Background: an optimization exercise with open tools, aiming at small area, a short achievable clock period and few clock cycles per item. Do not read the settings as production practice.
Function was checked by simulation only, so behaviour that the tests miss may differ from the original.
No activity file was given, so power comes from the tool's default toggle rates.

==> flow/design.v <==
module hilo_mdu (
  input  logic        clk,
  input  logic        rst,
  input  logic        op_valid,
  input  logic [2:0]  op,
  input  logic [31:0] src_a,
  input  logic [31:0] src_b,
  input  logic        cancel,
  output logic        busy,
  output logic        done,
  output logic [31:0] hi_out,
  output logic [31:0] lo_out
);
  logic s_mstep, s_mshft, s_mcorr, s_dnega, s_div, s_dnegq, s_dnegr;
  logic busy_q, done_q;
  logic [4:0]  cnt_q;      
  logic [31:0] hi_q, lo_q;
  logic        hx_q;       
  logic [31:0] bh_q, bl_q;   
  logic [31:0] z_q;          
    logic        sgn_q;        
  logic        corr_q;       
  logic        bneg_q;       
  logic        qneg_q, rneg_q;
  logic        rz_q;         
  logic [34:0] add_a, add_b, add_bx, sum;
  logic        add_inv;
  logic [34:0] zext;
  assign zext = {{3{sgn_q & z_q[31]}}, z_q};
  logic m_shift;    
  assign m_shift = s_mshft | (s_mstep & rz_q & (cnt_q[1:0] == 2'd0));
  logic a_mul_q, a_div_q, b_two_q, b_one_q, b_z_q, b_lo_q, b_hi_q, inv_q;
  assign add_a = ({35{a_mul_q}} & {{2{hx_q}}, hx_q, hi_q})
               | ({35{a_div_q}} & {2'b00, hi_q, lo_q[31]});
  assign add_b = ({35{b_two_q}} & {zext[33:0], 1'b0})
               | ({35{b_one_q | b_z_q}} & zext)
               | ({35{b_lo_q}} & {3'b000, lo_q})
               | ({35{b_hi_q}} & {3'b000, hi_q});
  assign add_inv = inv_q;
  assign add_bx = add_b ^ {35{add_inv}};
  logic [34:0] pg_g [0:6];
  logic [34:0] pg_p [0:6];
  assign pg_g[0] = {add_a[34:1] & add_bx[34:1], (add_a[0] & add_bx[0]) | ((add_a[0] ^ add_bx[0]) & add_inv)};
  assign pg_p[0] = add_a ^ add_bx;
  for (genvar l = 0; l < 6; l++) begin : g_lvl
    for (genvar i = 0; i < 35; i++) begin : g_bit
      if (((i >> l) & 1) == 1) begin : g_op
        localparam int J = ((i >> l) << l) - 1;
        assign pg_g[l+1][i] = pg_g[l][i] | (pg_p[l][i] & pg_g[l][J]);
        assign pg_p[l+1][i] = pg_p[l][i] & pg_p[l][J];
      end else begin : g_pass
        assign pg_g[l+1][i] = pg_g[l][i];
        assign pg_p[l+1][i] = pg_p[l][i];
      end
    end
  end
  assign sum = pg_p[0] ^ {pg_g[6][33:0], add_inv};
  logic q_bit;
  assign q_bit = ~sum[34];
  logic [31:0] zmag, zabove;
  logic [32:0] win;
  logic        d_skip;
  assign zmag = z_q ^ {32{bneg_q}};
  always_comb begin
    zabove[31] = 1'b0;
    for (int i = 30; i >= 0; i--) zabove[i] = zabove[i+1] | zmag[i+1];
  end
  assign win    = {hi_q[24:0], lo_q[31:24]};
  assign d_skip = ((win[31:0] & ~zabove) == 32'd0) & ~win[32] & ~(cnt_q[4] & cnt_q[3] & (cnt_q[2:0] != 3'd0));
  logic accept, go_mul, go_div, div_zero;
  assign accept   = ~busy_q & op_valid & ~cancel;
  assign go_mul   = accept & (op[2:1] == 2'b00);
  assign go_div   = accept & (op[2:1] == 2'b01);
  assign div_zero = (src_b == 32'd0);
  logic [2:0] fit_a, fit_b;    
  logic       swap;
  logic [31:0] mplier, mcand;
  assign fit_a = {src_a[31:7] == {25{src_a[31]}}, src_a[31:15] == {17{src_a[31]}}, src_a[31:23] == {9{src_a[31]}}};
  assign fit_b = {src_b[31:7] == {25{src_b[31]}}, src_b[31:15] == {17{src_b[31]}}, src_b[31:23] == {9{src_b[31]}}};
  always_comb begin
    swap = (fit_b[2] & ~fit_a[2]) | (fit_b[1] & ~fit_a[1]) | (fit_b[0] & ~fit_a[0]);
    if (fit_a == fit_b) swap = op[0] & src_a[31] & ~src_b[31];
    swap = swap & ~op[2] & ~op[1];
  end
  assign mplier = swap ? src_b : src_a;
  assign mcand  = swap ? src_a : src_b;
  logic fin;
  logic n_mstep, n_mshft, n_mcorr, n_dnega, n_div, n_dnegq, n_dnegr;
  logic [4:0]  cnt_d;
  logic [32:0] hi_d;
  logic [31:0] lo_d;
  logic last_m, last_g, last_s, last_d;
  assign last_m = (cnt_q[3:0] == 4'd15);
  assign last_g = (cnt_q[3:2] == 2'd3);
  assign last_s = (cnt_q == 5'd24);
  assign last_d = (cnt_q == 5'd31);
  always_comb begin
    fin = 1'b0;
    {n_mstep, n_mshft, n_mcorr, n_dnega, n_div, n_dnegq, n_dnegr} = '0;
    cnt_d = cnt_q;
    hi_d  = {hx_q, hi_q};
    lo_d  = lo_q;
    if (m_shift) begin
      hi_d  = {{8{hx_q}}, hx_q, hi_q[31:8]};
      lo_d  = {hi_q[7:0], lo_q[31:8]};
      cnt_d = cnt_q + 5'd4;
      fin   = last_g & ~corr_q;
      n_mshft = ~last_g;
      n_mcorr = last_g & corr_q;
    end else if (s_mstep) begin
      hi_d  = sum[34:2];
      lo_d  = {sum[1:0], lo_q[31:2]};
      cnt_d = cnt_q + 5'd1;
      fin   = last_m & ~corr_q;
      n_mstep = ~last_m;
      n_mcorr = last_m & corr_q;
    end
    if (s_mcorr) begin
      hi_d = sum[32:0];
      fin  = 1'b1;
    end
    if (s_dnega) begin
      lo_d  = sum[31:0];
      n_div = 1'b1;
    end
    if (s_div) begin
      if (d_skip) begin
        hi_d  = {1'b0, win[31:0]};
        lo_d  = {lo_q[23:0], 8'd0};
        cnt_d = cnt_q + 5'd8;
        fin     = last_s & ~(qneg_q | rneg_q);
        n_div   = ~last_s;
        n_dnegq = last_s & qneg_q;
        n_dnegr = last_s & ~qneg_q & rneg_q;
      end else begin
        hi_d  = {1'b0, q_bit ? sum[31:0] : {hi_q[30:0], lo_q[31]}};
        lo_d  = {lo_q[30:0], q_bit};
        cnt_d = cnt_q + 5'd1;
        fin     = last_d & ~(qneg_q | rneg_q);
        n_div   = ~last_d;
        n_dnegq = last_d & qneg_q;
        n_dnegr = last_d & ~qneg_q & rneg_q;
      end
    end
    if (s_dnegq) begin
      lo_d    = sum[31:0];
      fin     = ~rneg_q;
      n_dnegr = rneg_q;
    end
    if (s_dnegr) begin
      hi_d = {1'b0, sum[31:0]};
      fin  = 1'b1;
    end
    if (busy_q & cancel) begin
      hi_d = {1'b0, bh_q};
      lo_d = bl_q;
      {n_mstep, n_mshft, n_mcorr, n_dnega, n_div, n_dnegq, n_dnegr} = '0;
    end
    if (!busy_q) begin
      cnt_d = '0;
      if (go_mul | (go_div & ~div_zero)) begin
        hi_d = '0;
        lo_d = mplier;
      end
      if (accept && op == 3'b100) hi_d = {1'b0, src_a};
      if (accept && op == 3'b101) lo_d = src_a;
      n_mstep = go_mul;
      n_dnega = go_div & ~div_zero & ~op[0] & src_a[31];
      n_div   = go_div & ~div_zero & ~(~op[0] & src_a[31]);
    end
  end
  always_ff @(posedge clk or posedge rst) begin
    if (rst) begin
      busy_q  <= 1'b0;
      done_q  <= 1'b0;
      {s_mstep, s_mshft, s_mcorr, s_dnega, s_div, s_dnegq, s_dnegr} <= '0;
      hi_q    <= '0;
      lo_q    <= '0;
    end else begin
      {s_mstep, s_mshft, s_mcorr, s_dnega, s_div, s_dnegq, s_dnegr} <=
        {n_mstep, n_mshft, n_mcorr, n_dnega, n_div, n_dnegq, n_dnegr};
      if (busy_q) begin
        busy_q <= ~(cancel | fin);
        done_q <= ~cancel & fin;
      end else begin
        busy_q <= go_mul | (go_div & ~div_zero);
        done_q <= go_div & div_zero;
      end
      hi_q <= hi_d[31:0];
      lo_q <= lo_d;
    end
  end
  logic nb_one, nb_two, nb_neg, n_bneg;
  always_comb begin
    if (!busy_q) begin
      nb_one = mplier[0];
      nb_two = mplier[1] & ~mplier[0];
      nb_neg = mplier[1];
      n_bneg = ~op[0] & src_b[31];
    end else begin
      nb_one = lo_q[2] ^ lo_q[1];
      nb_two = (lo_q[3] & ~lo_q[2] & ~lo_q[1]) | (~lo_q[3] & lo_q[2] & lo_q[1]);
      nb_neg = lo_q[3];
      n_bneg = bneg_q;
    end
  end
  always_ff @(posedge clk or posedge rst) begin
    if (rst) begin
      {a_mul_q, a_div_q, b_two_q, b_one_q, b_z_q, b_lo_q, b_hi_q, inv_q} <= '0;
    end else begin
      a_mul_q <= n_mstep | n_mcorr;
      a_div_q <= n_div;
      b_two_q <= n_mstep & nb_two;
      b_one_q <= n_mstep & nb_one;
      b_z_q   <= n_mcorr | n_div;
      b_lo_q  <= n_dnega | n_dnegq;
      b_hi_q  <= n_dnegr;
      inv_q   <= (n_mstep & nb_neg) | (n_div & ~n_bneg) | n_dnega | n_dnegq | n_dnegr;
    end
  end
  always_ff @(posedge clk) begin
    hx_q  <= hi_d[32];
    cnt_q <= cnt_d;
    if (!busy_q) begin
      bh_q     <= hi_q;
      bl_q     <= lo_q;
      z_q      <= mcand;
      rz_q     <= 1'b0;
      sgn_q    <= ~op[0];
      corr_q   <= op[0] & mplier[31];
      bneg_q   <= ~op[0] & src_b[31];
      qneg_q   <= ~op[0] & (src_a[31] ^ src_b[31]);
      rneg_q   <= ~op[0] & src_a[31];
    end else if (s_mstep) begin
      case (cnt_q[3:2])
        2'd0:    rz_q <= (lo_q[25:1] == {25{lo_q[1]}});
        2'd1:    rz_q <= (lo_q[17:1] == {17{lo_q[1]}});
        default: rz_q <= (lo_q[9:1]  == {9{lo_q[1]}});
      endcase
    end
  end
  assign busy   = busy_q;
  assign done   = done_q;
  assign hi_out = hi_q;
  assign lo_out = lo_q;
endmodule
export LEC_CHECK = 0
export CAP_MARGIN = 20
export CORE_MARGIN = 2
export CORE_UTILIZATION = 40
export SLEW_MARGIN = 20
export BUFFER_PORTS_ARGS = -buffer_cell sky130_fd_sc_hd__buf_1
export SETUP_SLACK_MARGIN = 6
create_clock -name core_clock -period 10.5 [get_ports {clk}]
standard.sh (not shown) runs the stock make flow with config.mk's settings and CLKGATE_MAP_FILE= SYNTH_SCRIPT=/design/flow/synth_recipe.tcl, a recipe that flattens the netlist after the stock synthesis.
==> flow/flow/run.sh <==
#!/bin/bash
# The standard layout (the standard.sh, standard synthesis unchanged), with two
# changes to how it is made:
#  * the ports are buffered by the smallest buffer instead of clkdlybuf4s50_1 (the
#    repair steps upsize any port buffer that needs it);
#  * setup repair aims for 6 ns of slack at the design's 10.5 ns clock.
# The constraints (constraint.sdc) and the clock are the standard flow's, unchanged.
set -euo pipefail
cd "$(dirname "$0")/.."
cat >> config.mk <<'EOC'
export BUFFER_PORTS_ARGS = -buffer_cell sky130_fd_sc_hd__buf_1
export SETUP_SLACK_MARGIN = 6
EOC
bash standard.sh > flow_standard.log 2>&1
The baseline completed without violations.
Testbench counts at the start, summed over its fixed seeds: cycles 24,177, items 2,400.
Edit:
==> flow/run.sh (new file) <==
#!/bin/bash
# synth_recipe.tcl (not shown) runs the flow's synth.tcl, then flattens the netlist and writes it again
# the make line also repeats each setting of config.mk as NAME=value (left out here)
make -C /OpenROAD-flow-scripts/flow DESIGN_CONFIG=/design/flow/config.mk WORK_HOME=/design/flow/orfs CLKGATE_MAP_FILE= SYNTH_SCRIPT=/design/flow/synth_recipe.tcl finish
--- a/flow/config.mk
+++ b/flow/config.mk
@@ -10,4 +10,3 @@
 export CORE_UTILIZATION = 40
+export SETUP_SLACK_MARGIN = 5
 export SLEW_MARGIN = 20
-export BUFFER_PORTS_ARGS = -buffer_cell sky130_fd_sc_hd__buf_1
-export SETUP_SLACK_MARGIN = 6
removed: flow/flow/run.sh
removed: flow/standard.sh
What happened: Utilization went down by 0.75 points; sequential share of layout area went up by 0.42 points; design area went down by 1.6%; power went up by 3.3%; clock skew stays flat.

re-timing with driven ports:
Ports are ideal in the flow. The routed layouts listed here were re-timed in OpenROAD.
Step 1 sets driving cells, clkbuf_16 on the clock port and buf_2 on the other inputs (assumed; they add their load-dependent delay and slew).
Step 2 adds t to the input delays and takes it off the output delays; t is the mean of the earliest and latest rising clock arrival at the registers after step 1. Input paths then give back, and output paths get back, about the clock's delay inside the block.
a / b / c = no drivers / after step 1 / after step 2; a / b = the first two.
| run | t (ns) | setup slack, ns | hold WS [ns] |
|---|---|---|---|
| the first run | 0.518 | 5.932 / 5.961 / 5.444 | 0.500 / 0.500 / 0.500 |
| the second run | 0.509 | 5.074 / 5.101 / 4.592 | 0.487 / 0.487 / 0.487 |
After both steps every run listed still meets setup and hold. For the first run, which loses most, drivers alone change the setup slack by +0.029 ns; drivers and shift together by -0.488 ns.
